This design comes from an exercise in tuning for a short achievable clock period and few clock cycles on the open sky130 flow, not from production work.

==> run a: inputs <==
==> flow/design.v <==
	localparam logic [3:0] OP_HALT     = 4'h0;
	localparam logic [3:0] OP_MOV      = 4'h1;
	localparam logic [3:0] OP_MOVNZ    = 4'h2;
	localparam logic [3:0] OP_MOVEZ    = 4'h3;
	localparam logic [3:0] OP_BUS      = 4'h4;
	localparam logic [3:0] OP_MEMR     = 4'h5;
	localparam logic [3:0] OP_SET      = 4'h6;
	localparam logic [3:0] OP_MEMW     = 4'h7;
	localparam logic [3:0] OP_AND      = 4'h8;
	localparam logic [3:0] OP_OR       = 4'h9;
	localparam logic [3:0] OP_XOR      = 4'hA;
	localparam logic [3:0] OP_ADD      = 4'hB;
	localparam logic [3:0] OP_SHFT     = 4'hC;
	localparam logic [3:0] OP_MUL      = 4'hD;
	localparam logic [3:0] OP_GT       = 4'hE;
	localparam logic [3:0] OP_EQ       = 4'hF;
	localparam int NUM_REGS = 16;
	localparam logic [15:0] TRUE_WORD = 16'hFFFF;
`default_nettype none
module execute_unit (
	input  logic        is_and,
	input  logic        is_or,
	input  logic        is_xor,
	input  logic        is_add,
	input  logic        is_shl,      
	input  logic        is_shr,      
	input  logic        shift_out,   
	input  logic        is_gt,
	input  logic        is_eq,
	input  logic        is_mov,      
	input  logic [15:0] a,
	input  logic [15:0] b,
	output logic [15:0] result,
	output logic [63:0] mul_part
);
	localparam logic [3:0] OP_HALT     = 4'h0;
	localparam logic [3:0] OP_MOV      = 4'h1;
	localparam logic [3:0] OP_MOVNZ    = 4'h2;
	localparam logic [3:0] OP_MOVEZ    = 4'h3;
	localparam logic [3:0] OP_BUS      = 4'h4;
	localparam logic [3:0] OP_MEMR     = 4'h5;
	localparam logic [3:0] OP_SET      = 4'h6;
	localparam logic [3:0] OP_MEMW     = 4'h7;
	localparam logic [3:0] OP_AND      = 4'h8;
	localparam logic [3:0] OP_OR       = 4'h9;
	localparam logic [3:0] OP_XOR      = 4'hA;
	localparam logic [3:0] OP_ADD      = 4'hB;
	localparam logic [3:0] OP_SHFT     = 4'hC;
	localparam logic [3:0] OP_MUL      = 4'hD;
	localparam logic [3:0] OP_GT       = 4'hE;
	localparam logic [3:0] OP_EQ       = 4'hF;
	localparam int NUM_REGS = 16;
	localparam logic [15:0] TRUE_WORD = 16'hFFFF;
	always_comb begin
		for (int k = 0; k < 4; k++) begin
			mul_part[16*k +: 16] = (a * b[4*k +: 4]) << (4 * k);
		end
	end
	logic [15:0] sum;
	logic [15:0] shl;
	logic [15:0] shr;
	logic        gt;
	logic        eq;
	assign sum = a + b;
	assign shl = a << b[3:0];
	assign shr = a >> b[3:0];
	assign gt  = a > b;
	assign eq  = a == b;
	assign result = ({16{is_and}} & (a & b))
	              | ({16{is_or}}  & (a | b))
	              | ({16{is_xor}} & (a ^ b))
	              | ({16{is_add}} & sum)
	              | ({16{is_shl && !shift_out}} & shl)
	              | ({16{is_shr && !shift_out}} & shr)
	              | ({16{is_gt && gt}})
	              | ({16{is_eq && eq}})
	              | ({16{is_mov}} & a);
endmodule
`default_nettype wire
`default_nettype none
module register_file (
	input  logic        clk,
	input  logic        mem_read_ready_stor_reset,
	input  logic [3:0]  read_a_sel,
	input  logic [3:0]  read_b_sel,
	output logic [15:0] read_a,
	output logic [15:0] read_b,
	input  logic        write_en,
	input  logic [3:0]  write_sel,
	input  logic [15:0] write_data
);
	localparam logic [3:0] OP_HALT     = 4'h0;
	localparam logic [3:0] OP_MOV      = 4'h1;
	localparam logic [3:0] OP_MOVNZ    = 4'h2;
	localparam logic [3:0] OP_MOVEZ    = 4'h3;
	localparam logic [3:0] OP_BUS      = 4'h4;
	localparam logic [3:0] OP_MEMR     = 4'h5;
	localparam logic [3:0] OP_SET      = 4'h6;
	localparam logic [3:0] OP_MEMW     = 4'h7;
	localparam logic [3:0] OP_AND      = 4'h8;
	localparam logic [3:0] OP_OR       = 4'h9;
	localparam logic [3:0] OP_XOR      = 4'hA;
	localparam logic [3:0] OP_ADD      = 4'hB;
	localparam logic [3:0] OP_SHFT     = 4'hC;
	localparam logic [3:0] OP_MUL      = 4'hD;
	localparam logic [3:0] OP_GT       = 4'hE;
	localparam logic [3:0] OP_EQ       = 4'hF;
	localparam int NUM_REGS = 16;
	localparam logic [15:0] TRUE_WORD = 16'hFFFF;
	logic [15:0] regs [NUM_REGS];
	logic [NUM_REGS-1:0] written;
	assign read_a = written[read_a_sel] ? regs[read_a_sel] : '0;
	assign read_b = written[read_b_sel] ? regs[read_b_sel] : '0;
	always_ff @(posedge clk) begin
		if (mem_read_ready_stor_reset) begin
			written <= '0;
		end else if (write_en) begin
			written[write_sel] <= 1'b1;
		end
	end
	always_ff @(posedge clk) begin
		if (write_en) begin
			regs[write_sel] <= write_data;
		end
	end
endmodule
`default_nettype wire
`default_nettype none
module cpu_top (
	input  logic        clk,
	input  logic        mem_read_ready_stor_reset,
	output logic        fetch_req,
	output logic [15:0] fetch_addr,
	input  logic        fetch_ack,
	input  logic [15:0] fetch_data,
	output logic        mem_req,
	output logic        mem_we,
	output logic [15:0] mem_addr,
	output logic [15:0] mem_wdata,
	input  logic        mem_ack,
	input  logic [15:0] mem_rdata,
	output logic        halted
);
	localparam logic [3:0] OP_HALT     = 4'h0;
	localparam logic [3:0] OP_MOV      = 4'h1;
	localparam logic [3:0] OP_MOVNZ    = 4'h2;
	localparam logic [3:0] OP_MOVEZ    = 4'h3;
	localparam logic [3:0] OP_BUS      = 4'h4;
	localparam logic [3:0] OP_MEMR     = 4'h5;
	localparam logic [3:0] OP_SET      = 4'h6;
	localparam logic [3:0] OP_MEMW     = 4'h7;
	localparam logic [3:0] OP_AND      = 4'h8;
	localparam logic [3:0] OP_OR       = 4'h9;
	localparam logic [3:0] OP_XOR      = 4'hA;
	localparam logic [3:0] OP_ADD      = 4'hB;
	localparam logic [3:0] OP_SHFT     = 4'hC;
	localparam logic [3:0] OP_MUL      = 4'hD;
	localparam logic [3:0] OP_GT       = 4'hE;
	localparam logic [3:0] OP_EQ       = 4'hF;
	localparam int NUM_REGS = 16;
	localparam logic [15:0] TRUE_WORD = 16'hFFFF;
	logic rst;
	assign rst = mem_read_ready_stor_reset;
	logic        fetch_ack_q;
	logic        fetch_want;
	logic [15:0] fetch_pc;
	logic        fetch_got;
	logic [15:0] q0, q1;
	logic [1:0]  q_count;
	logic [1:0]  q_count_next;
	logic        q_pop;
	assign fetch_got  = fetch_ack && !fetch_ack_q;
	assign fetch_req  = fetch_want && !fetch_ack;
	assign fetch_addr = fetch_pc;
	always_comb begin
		q_count_next = q_count;
		if (fetch_got && !q_pop) q_count_next = q_count + 2'd1;
		if (!fetch_got && q_pop) q_count_next = q_count - 2'd1;
	end
	always_ff @(posedge clk) begin
		if (rst) begin
			fetch_ack_q <= 1'b0;
			fetch_want <= 1'b1;
			fetch_pc <= '0;
			q_count <= '0;
		end else begin
			fetch_ack_q <= fetch_ack;
			q_count <= q_count_next;
			if (fetch_got) begin
				fetch_pc <= fetch_pc + 16'd1;
			end
			if (!fetch_want || fetch_got) begin
				fetch_want <= (q_count_next != 2'd2);
			end
		end
	end
	always_ff @(posedge clk) begin
		if (fetch_got && (q_count == 2'd0 || (q_count == 2'd1 && q_pop))) begin
			q0 <= fetch_data;
		end else if (q_pop) begin
			q0 <= q1;
		end
		if (fetch_got && ((q_count == 2'd1 && !q_pop) || (q_count == 2'd2 && q_pop))) begin
			q1 <= fetch_data;
		end
	end
	logic        imm_pending;    
	logic [3:0]  imm_to;
	logic        stopped;        
	logic [3:0]  d_op, d_from, d_to, d_cond;
	assign d_op   = q0[3:0];
	assign d_from = q0[7:4];
	assign d_to   = q0[11:8];
	assign d_cond = q0[15:12];
	logic [15:0] rf_a, rf_b;
	logic [15:0] d_a, d_b;
	logic        e_valid;
	logic [3:0]  e_to;
	logic [15:0] e_a, e_b;
	logic        e_mem;          
	logic        e_memw;
	logic        e_mreq;         
	logic        e_mul;          
	logic        e_mul2;         
	logic        e_wen;          
	logic        e_and, e_or, e_xor, e_add, e_shl, e_shr, e_shout, e_gt, e_eq, e_mov;
	logic [63:0] mul_part;
	logic [63:0] mul_q;
	logic [15:0] mul_sum;
	logic [15:0] e_result;
	logic        e_done;
	logic        e_free;
	logic        w_valid;
	logic [3:0]  w_to;
	logic [15:0] w_data;
	logic        mem_ack_q;
	logic        mem_got;
	logic [15:0] fwd_data;
	logic        fwd_a, fwd_b;
	logic        wb_a, wb_b;
	assign mem_got = mem_ack && !mem_ack_q;
	assign e_done  = e_valid && (e_mem ? mem_got : (!e_mul || e_mul2));
	assign e_free  = !e_valid || e_mul2 || (e_mem && mem_got);
	assign q_pop   = (q_count != 2'd0) && !stopped && e_free;
	assign fwd_data = e_mem ? mem_rdata : mul_sum;
	assign fwd_a = e_valid && (e_mul2 || (e_mem && !e_memw)) && (e_to == d_from);
	assign fwd_b = e_valid && (e_mul2 || (e_mem && !e_memw)) && (e_to == d_cond);
	assign wb_a  = w_valid && (w_to == d_from);
	assign wb_b  = w_valid && (w_to == d_cond);
	assign d_a   = fwd_a ? fwd_data : (wb_a ? w_data : rf_a);
	assign d_b   = fwd_b ? fwd_data : (wb_b ? w_data : rf_b);
	always_ff @(posedge clk) begin
		if (rst) begin
			imm_pending <= 1'b0;
			stopped <= 1'b0;
			e_valid <= 1'b0;
			e_mreq <= 1'b0;
			e_mul2 <= 1'b0;
			mem_ack_q <= 1'b0;
			w_valid <= 1'b0;
		end else begin
			mem_ack_q <= mem_ack;
			e_mul2 <= e_valid && e_mul && !e_mul2;
			w_valid <= e_done && e_wen;
			if (e_done) begin
				e_valid <= 1'b0;
			end
			if (mem_got) begin
				e_mreq <= 1'b0;
			end
			if (q_pop) begin
				if (imm_pending) begin
					imm_pending <= 1'b0;
					e_valid <= 1'b1;
				end else if (d_op == OP_SET) begin
					imm_pending <= 1'b1;
				end else if (d_op == OP_HALT || d_op == OP_BUS) begin
					stopped <= 1'b1;
				end else begin
					e_valid <= 1'b1;
					e_mreq <= (d_op == OP_MEMR) || (d_op == OP_MEMW);
				end
			end
		end
	end
	always_ff @(posedge clk) begin
		if (q_pop) begin
			if (imm_pending) begin
				e_to    <= imm_to;
				e_a     <= q0;
				e_mem   <= 1'b0;
				e_memw  <= 1'b0;
				e_mul   <= 1'b0;
				e_wen   <= 1'b1;
				e_and   <= 1'b0;
				e_or    <= 1'b0;
				e_xor   <= 1'b0;
				e_add   <= 1'b0;
				e_shl   <= 1'b0;
				e_shr   <= 1'b0;
				e_gt    <= 1'b0;
				e_eq    <= 1'b0;
				e_mov   <= 1'b1;
			end else begin
				e_to    <= d_to;
				e_a     <= d_a;
				e_b     <= d_b;
				e_mem   <= (d_op == OP_MEMR) || (d_op == OP_MEMW);
				e_memw  <= (d_op == OP_MEMW);
				e_mul   <= (d_op == OP_MUL);
				case (d_op)
					OP_MOVNZ: e_wen <= |d_b;
					OP_MOVEZ: e_wen <= ~|d_b;
					OP_MEMW:  e_wen <= 1'b0;
					default:  e_wen <= 1'b1;
				endcase
				e_and   <= (d_op == OP_AND);
				e_or    <= (d_op == OP_OR);
				e_xor   <= (d_op == OP_XOR);
				e_add   <= (d_op == OP_ADD);
				e_shl   <= (d_op == OP_SHFT) && (|d_b[15:8]);
				e_shr   <= (d_op == OP_SHFT) && !(|d_b[15:8]);
				e_gt    <= (d_op == OP_GT);
				e_eq    <= (d_op == OP_EQ);
				e_mov   <= (d_op == OP_MOV) || (d_op == OP_MOVNZ) || (d_op == OP_MOVEZ);
			end
			e_shout <= |d_b[7:4];
			if (!imm_pending) begin
				imm_to <= d_to;
			end
		end
	end
	execute_unit u_execute_unit (
		.is_and    (e_and),
		.is_or     (e_or),
		.is_xor    (e_xor),
		.is_add    (e_add),
		.is_shl    (e_shl),
		.is_shr    (e_shr),
		.shift_out (e_shout),
		.is_gt     (e_gt),
		.is_eq     (e_eq),
		.is_mov    (e_mov),
		.a         (e_a),
		.b         (e_b),
		.result    (e_result),
		.mul_part  (mul_part)
	);
	always_ff @(posedge clk) begin
		mul_q <= mul_part;
	end
	assign mul_sum = mul_q[15:0] + mul_q[31:16] + mul_q[47:32] + mul_q[63:48];
	always_ff @(posedge clk) begin
		w_to   <= e_to;
		w_data <= e_mem ? mem_rdata : (e_mul ? mul_sum : e_result);
	end
	assign mem_req   = e_mreq && !mem_ack;
	assign mem_we    = e_memw;
	assign mem_addr  = e_a;
	assign mem_wdata = e_b;
	assign halted = stopped && !e_valid;
	register_file u_register_file (
		.clk                       (clk),
		.mem_read_ready_stor_reset (rst),
		.read_a_sel                (d_from),
		.read_b_sel                (d_cond),
		.read_a                    (rf_a),
		.read_b                    (rf_b),
		.write_en                  (w_valid),
		.write_sel                 (w_to),
		.write_data                (w_data)
	);
endmodule
`default_nettype wire
==> flow/run.sh <==
#!/bin/bash
# synth_recipe.tcl (not shown) runs the flow's synth.tcl, then flattens the netlist and writes it again
# the make line also repeats each setting of config.mk as NAME=value (left out here)
make -C /OpenROAD-flow-scripts/flow DESIGN_CONFIG=/design/flow/config.mk WORK_HOME=/design/flow/orfs CLKGATE_MAP_FILE= SYNTH_SCRIPT=/design/flow/synth_recipe.tcl finish
==> flow/config.mk <==
export PLATFORM = sky130hd
export DESIGN_NAME = cpu_top
export DESIGN_NICKNAME = cpu_top
export VERILOG_FILES = /design/flow/design.v
export SDC_FILE = /design/flow/constraint.sdc
export NUM_CORES = 4
export LEC_CHECK = 0
export ABC_CLOCK_PERIOD_IN_PS = 3000
export CAP_MARGIN = 20
export CORE_MARGIN = 2
export CORE_UTILIZATION = 40
export SETUP_SLACK_MARGIN = 4.3
export SLEW_MARGIN = 20
==> flow/constraint.sdc <==
create_clock -name core_clock -period 7.5 [get_ports {clk}]
set_input_delay 1.5000 -clock core_clock [delete_from_list [all_inputs] [get_ports {clk}]]
set_output_delay 1.5000 -clock core_clock [all_outputs]
set_load 0.01 [all_outputs]
==> run b (differences from run a) <==
--- a/flow/design.v
+++ b/flow/design.v
@@ -19,14 +19,5 @@
 `default_nettype none
 module execute_unit (
-	input  logic        is_and,
-	input  logic        is_or,
-	input  logic        is_xor,
-	input  logic        is_add,
-	input  logic        is_shl,      
-	input  logic        is_shr,      
-	input  logic        shift_out,   
-	input  logic        is_gt,
-	input  logic        is_eq,
-	input  logic        is_mov,      
+	input  logic [3:0]  op,
 	input  logic [15:0] a,
 	input  logic [15:0] b,
@@ -57,23 +48,22 @@
 		end
 	end
-	logic [15:0] sum;
-	logic [15:0] shl;
-	logic [15:0] shr;
-	logic        gt;
-	logic        eq;
-	assign sum = a + b;
-	assign shl = a << b[3:0];
-	assign shr = a >> b[3:0];
-	assign gt  = a > b;
-	assign eq  = a == b;
-	assign result = ({16{is_and}} & (a & b))
-	              | ({16{is_or}}  & (a | b))
-	              | ({16{is_xor}} & (a ^ b))
-	              | ({16{is_add}} & sum)
-	              | ({16{is_shl && !shift_out}} & shl)
-	              | ({16{is_shr && !shift_out}} & shr)
-	              | ({16{is_gt && gt}})
-	              | ({16{is_eq && eq}})
-	              | ({16{is_mov}} & a);
+	always_comb begin
+		case (op)
+			OP_AND: result = a & b;
+			OP_OR:  result = a | b;
+			OP_XOR: result = a ^ b;
+			OP_ADD: result = a + b;
+			OP_GT:  result = (a > b) ? TRUE_WORD : '0;
+			OP_EQ:  result = (a == b) ? TRUE_WORD : '0;
+			OP_SHFT: begin
+				if (|b[15:8]) begin
+					result = (|b[7:4]) ? '0 : (a << b[3:0]);
+				end else begin
+					result = (|b[7:4]) ? '0 : (a >> b[3:0]);
+				end
+			end
+			default: result = a;
+		endcase
+	end
 endmodule
 `default_nettype wire
@@ -109,16 +99,12 @@
 	localparam logic [15:0] TRUE_WORD = 16'hFFFF;
 	logic [15:0] regs [NUM_REGS];
-	logic [NUM_REGS-1:0] written;
-	assign read_a = written[read_a_sel] ? regs[read_a_sel] : '0;
-	assign read_b = written[read_b_sel] ? regs[read_b_sel] : '0;
+	assign read_a = regs[read_a_sel];
+	assign read_b = regs[read_b_sel];
 	always_ff @(posedge clk) begin
 		if (mem_read_ready_stor_reset) begin
-			written <= '0;
+			for (int i = 0; i < NUM_REGS; i++) begin
+				regs[i] <= '0;
+			end
 		end else if (write_en) begin
-			written[write_sel] <= 1'b1;
-		end
-	end
-	always_ff @(posedge clk) begin
-		if (write_en) begin
 			regs[write_sel] <= write_data;
 		end
@@ -214,40 +200,32 @@
 	assign d_cond = q0[15:12];
 	logic [15:0] rf_a, rf_b;
-	logic [15:0] d_a, d_b;
 	logic        e_valid;
+	logic [3:0]  e_op;
 	logic [3:0]  e_to;
 	logic [15:0] e_a, e_b;
-	logic        e_mem;          
-	logic        e_memw;
-	logic        e_mreq;         
+	logic        e_mem, e_memw;
 	logic        e_mul;          
 	logic        e_mul2;         
-	logic        e_wen;          
-	logic        e_and, e_or, e_xor, e_add, e_shl, e_shr, e_shout, e_gt, e_eq, e_mov;
 	logic [63:0] mul_part;
 	logic [63:0] mul_q;
 	logic [15:0] mul_sum;
-	logic [15:0] e_result;
-	logic        e_done;
-	logic        e_free;
-	logic        w_valid;
-	logic [3:0]  w_to;
-	logic [15:0] w_data;
+	logic        e_long_done;    
+	logic [15:0] fwd_data;
 	logic        mem_ack_q;
 	logic        mem_got;
-	logic [15:0] fwd_data;
+	logic        e_done;
+	logic        e_free;
+	logic        e_wen;
+	logic [15:0] e_result;
+	logic [15:0] wb_data;
 	logic        fwd_a, fwd_b;
-	logic        wb_a, wb_b;
 	assign mem_got = mem_ack && !mem_ack_q;
+	assign e_long_done = e_valid && ((e_mem && mem_got) || e_mul2);
 	assign e_done  = e_valid && (e_mem ? mem_got : (!e_mul || e_mul2));
-	assign e_free  = !e_valid || e_mul2 || (e_mem && mem_got);
+	assign e_free  = !e_valid || e_long_done;
 	assign q_pop   = (q_count != 2'd0) && !stopped && e_free;
 	assign fwd_data = e_mem ? mem_rdata : mul_sum;
-	assign fwd_a = e_valid && (e_mul2 || (e_mem && !e_memw)) && (e_to == d_from);
-	assign fwd_b = e_valid && (e_mul2 || (e_mem && !e_memw)) && (e_to == d_cond);
-	assign wb_a  = w_valid && (w_to == d_from);
-	assign wb_b  = w_valid && (w_to == d_cond);
-	assign d_a   = fwd_a ? fwd_data : (wb_a ? w_data : rf_a);
-	assign d_b   = fwd_b ? fwd_data : (wb_b ? w_data : rf_b);
+	assign fwd_a = e_long_done && !e_memw && (e_to == d_from);
+	assign fwd_b = e_long_done && !e_memw && (e_to == d_cond);
 	always_ff @(posedge clk) begin
 		if (rst) begin
@@ -255,18 +233,12 @@
 			stopped <= 1'b0;
 			e_valid <= 1'b0;
-			e_mreq <= 1'b0;
 			e_mul2 <= 1'b0;
 			mem_ack_q <= 1'b0;
-			w_valid <= 1'b0;
 		end else begin
 			mem_ack_q <= mem_ack;
 			e_mul2 <= e_valid && e_mul && !e_mul2;
-			w_valid <= e_done && e_wen;
 			if (e_done) begin
 				e_valid <= 1'b0;
 			end
-			if (mem_got) begin
-				e_mreq <= 1'b0;
-			end
 			if (q_pop) begin
 				if (imm_pending) begin
@@ -279,5 +251,4 @@
 				end else begin
 					e_valid <= 1'b1;
-					e_mreq <= (d_op == OP_MEMR) || (d_op == OP_MEMW);
 				end
 			end
@@ -287,43 +258,19 @@
 		if (q_pop) begin
 			if (imm_pending) begin
-				e_to    <= imm_to;
-				e_a     <= q0;
-				e_mem   <= 1'b0;
-				e_memw  <= 1'b0;
-				e_mul   <= 1'b0;
-				e_wen   <= 1'b1;
-				e_and   <= 1'b0;
-				e_or    <= 1'b0;
-				e_xor   <= 1'b0;
-				e_add   <= 1'b0;
-				e_shl   <= 1'b0;
-				e_shr   <= 1'b0;
-				e_gt    <= 1'b0;
-				e_eq    <= 1'b0;
-				e_mov   <= 1'b1;
+				e_op   <= OP_MOV;
+				e_to   <= imm_to;
+				e_a    <= q0;
+				e_mem  <= 1'b0;
+				e_memw <= 1'b0;
+				e_mul  <= 1'b0;
 			end else begin
-				e_to    <= d_to;
-				e_a     <= d_a;
-				e_b     <= d_b;
-				e_mem   <= (d_op == OP_MEMR) || (d_op == OP_MEMW);
-				e_memw  <= (d_op == OP_MEMW);
-				e_mul   <= (d_op == OP_MUL);
-				case (d_op)
-					OP_MOVNZ: e_wen <= |d_b;
-					OP_MOVEZ: e_wen <= ~|d_b;
-					OP_MEMW:  e_wen <= 1'b0;
-					default:  e_wen <= 1'b1;
-				endcase
-				e_and   <= (d_op == OP_AND);
-				e_or    <= (d_op == OP_OR);
-				e_xor   <= (d_op == OP_XOR);
-				e_add   <= (d_op == OP_ADD);
-				e_shl   <= (d_op == OP_SHFT) && (|d_b[15:8]);
-				e_shr   <= (d_op == OP_SHFT) && !(|d_b[15:8]);
-				e_gt    <= (d_op == OP_GT);
-				e_eq    <= (d_op == OP_EQ);
-				e_mov   <= (d_op == OP_MOV) || (d_op == OP_MOVNZ) || (d_op == OP_MOVEZ);
+				e_op   <= d_op;
+				e_to   <= d_to;
+				e_a    <= fwd_a ? fwd_data : rf_a;
+				e_b    <= fwd_b ? fwd_data : rf_b;
+				e_mul  <= (d_op == OP_MUL);
+				e_mem  <= (d_op == OP_MEMR) || (d_op == OP_MEMW);
+				e_memw <= (d_op == OP_MEMW);
 			end
-			e_shout <= |d_b[7:4];
 			if (!imm_pending) begin
 				imm_to <= d_to;
@@ -332,18 +279,9 @@
 	end
 	execute_unit u_execute_unit (
-		.is_and    (e_and),
-		.is_or     (e_or),
-		.is_xor    (e_xor),
-		.is_add    (e_add),
-		.is_shl    (e_shl),
-		.is_shr    (e_shr),
-		.shift_out (e_shout),
-		.is_gt     (e_gt),
-		.is_eq     (e_eq),
-		.is_mov    (e_mov),
-		.a         (e_a),
-		.b         (e_b),
-		.result    (e_result),
-		.mul_part  (mul_part)
+		.op     (e_op),
+		.a      (e_a),
+		.b      (e_b),
+		.result   (e_result),
+		.mul_part (mul_part)
 	);
 	always_ff @(posedge clk) begin
@@ -351,9 +289,14 @@
 	end
 	assign mul_sum = mul_q[15:0] + mul_q[31:16] + mul_q[47:32] + mul_q[63:48];
-	always_ff @(posedge clk) begin
-		w_to   <= e_to;
-		w_data <= e_mem ? mem_rdata : (e_mul ? mul_sum : e_result);
+	always_comb begin
+		case (e_op)
+			OP_MOVNZ: e_wen = |e_b;
+			OP_MOVEZ: e_wen = ~|e_b;
+			OP_MEMW:  e_wen = 1'b0;
+			default:  e_wen = 1'b1;
+		endcase
 	end
-	assign mem_req   = e_mreq && !mem_ack;
+	assign wb_data = (e_mem || e_mul) ? fwd_data : e_result;
+	assign mem_req   = e_valid && e_mem && !mem_ack;
 	assign mem_we    = e_memw;
 	assign mem_addr  = e_a;
@@ -367,7 +310,7 @@
 		.read_a                    (rf_a),
 		.read_b                    (rf_b),
-		.write_en                  (w_valid),
-		.write_sel                 (w_to),
-		.write_data                (w_data)
+		.write_en                  (e_done && e_wen),
+		.write_sel                 (e_to),
+		.write_data                (wb_data)
 	);
 endmodule
- SETUP_SLACK_MARGIN: 4.3 -> 4.2
==> qor summary <==
| quantity | run b | run a |
|---|---|---|
| Outcome | finished clean | finished clean |
| Total length of routed met3 wires | 14.05 mm | 6.779 mm |
| WL/cell | 29.66 um | 26.21 um |
| Total routed wirelength | 105.2 mm | 86.64 mm |
| Met1 Use GR | 37.23% | 32.61% |
| Highest-delay cell along the critical path | sky130_fd_sc_hd__or4b_4 | sky130_fd_sc_hd__fa_1 |
| Top routing layer in use | met5 | met4 |
| Worst R2R End | u_register_file.regs[14][6] | e_wen |
| Antenna violations before repair | 2 | 1 |
| Detailed placer's ending HPWL | 65.63 mm | 57.54 mm |
| Transition at the pin with the smallest max-transition slack | 1.384 ns | 1.072 ns |
| Non-Clock Inverter Count | 178 | 146 |
| Worst Path Required | 7.85 ns | 7.94 ns |
| Post-cts gate resize count | 421 | 236 |
| Starting DRT DRC Count | 3325 | 2094 |
| Area after DPL | 0.02880 mm^2 | 0.02836 mm^2 |
No run of this note included a check of the RTL's function; only the layout flow was run.

[afterwards: timing with drivers on the ports]
The flow's constraints put no driver on any port. The routed layouts listed below were extracted and timed again, unchanged, in two steps.
Step 1 assumes that a clkbuf_16 drives the clock port and a buf_2 every other input.
Step 2 also shifts input and output timing later by t, the mid clock arrival at the registers, as if the neighbouring blocks saw the same clock.
a / b / c = no drivers / after step 1 / after step 2; a / b = the first two.
| run | t (ns) | slack for setup (ns) | latest minus earliest clock arrival (ns) |
|---|---|---|---|
| run a | 0.663 | 3.608 / 3.608 / 3.179 | 0.029 / 0.030 |
| run b | 0.658 | 3.903 / 3.903 / 3.333 | 0.042 / 0.042 |
After both steps every run listed still meets setup and hold. The setup slack of run b, which loses most, moves by 0.000 ns with the drivers and by -0.570 ns with both steps.
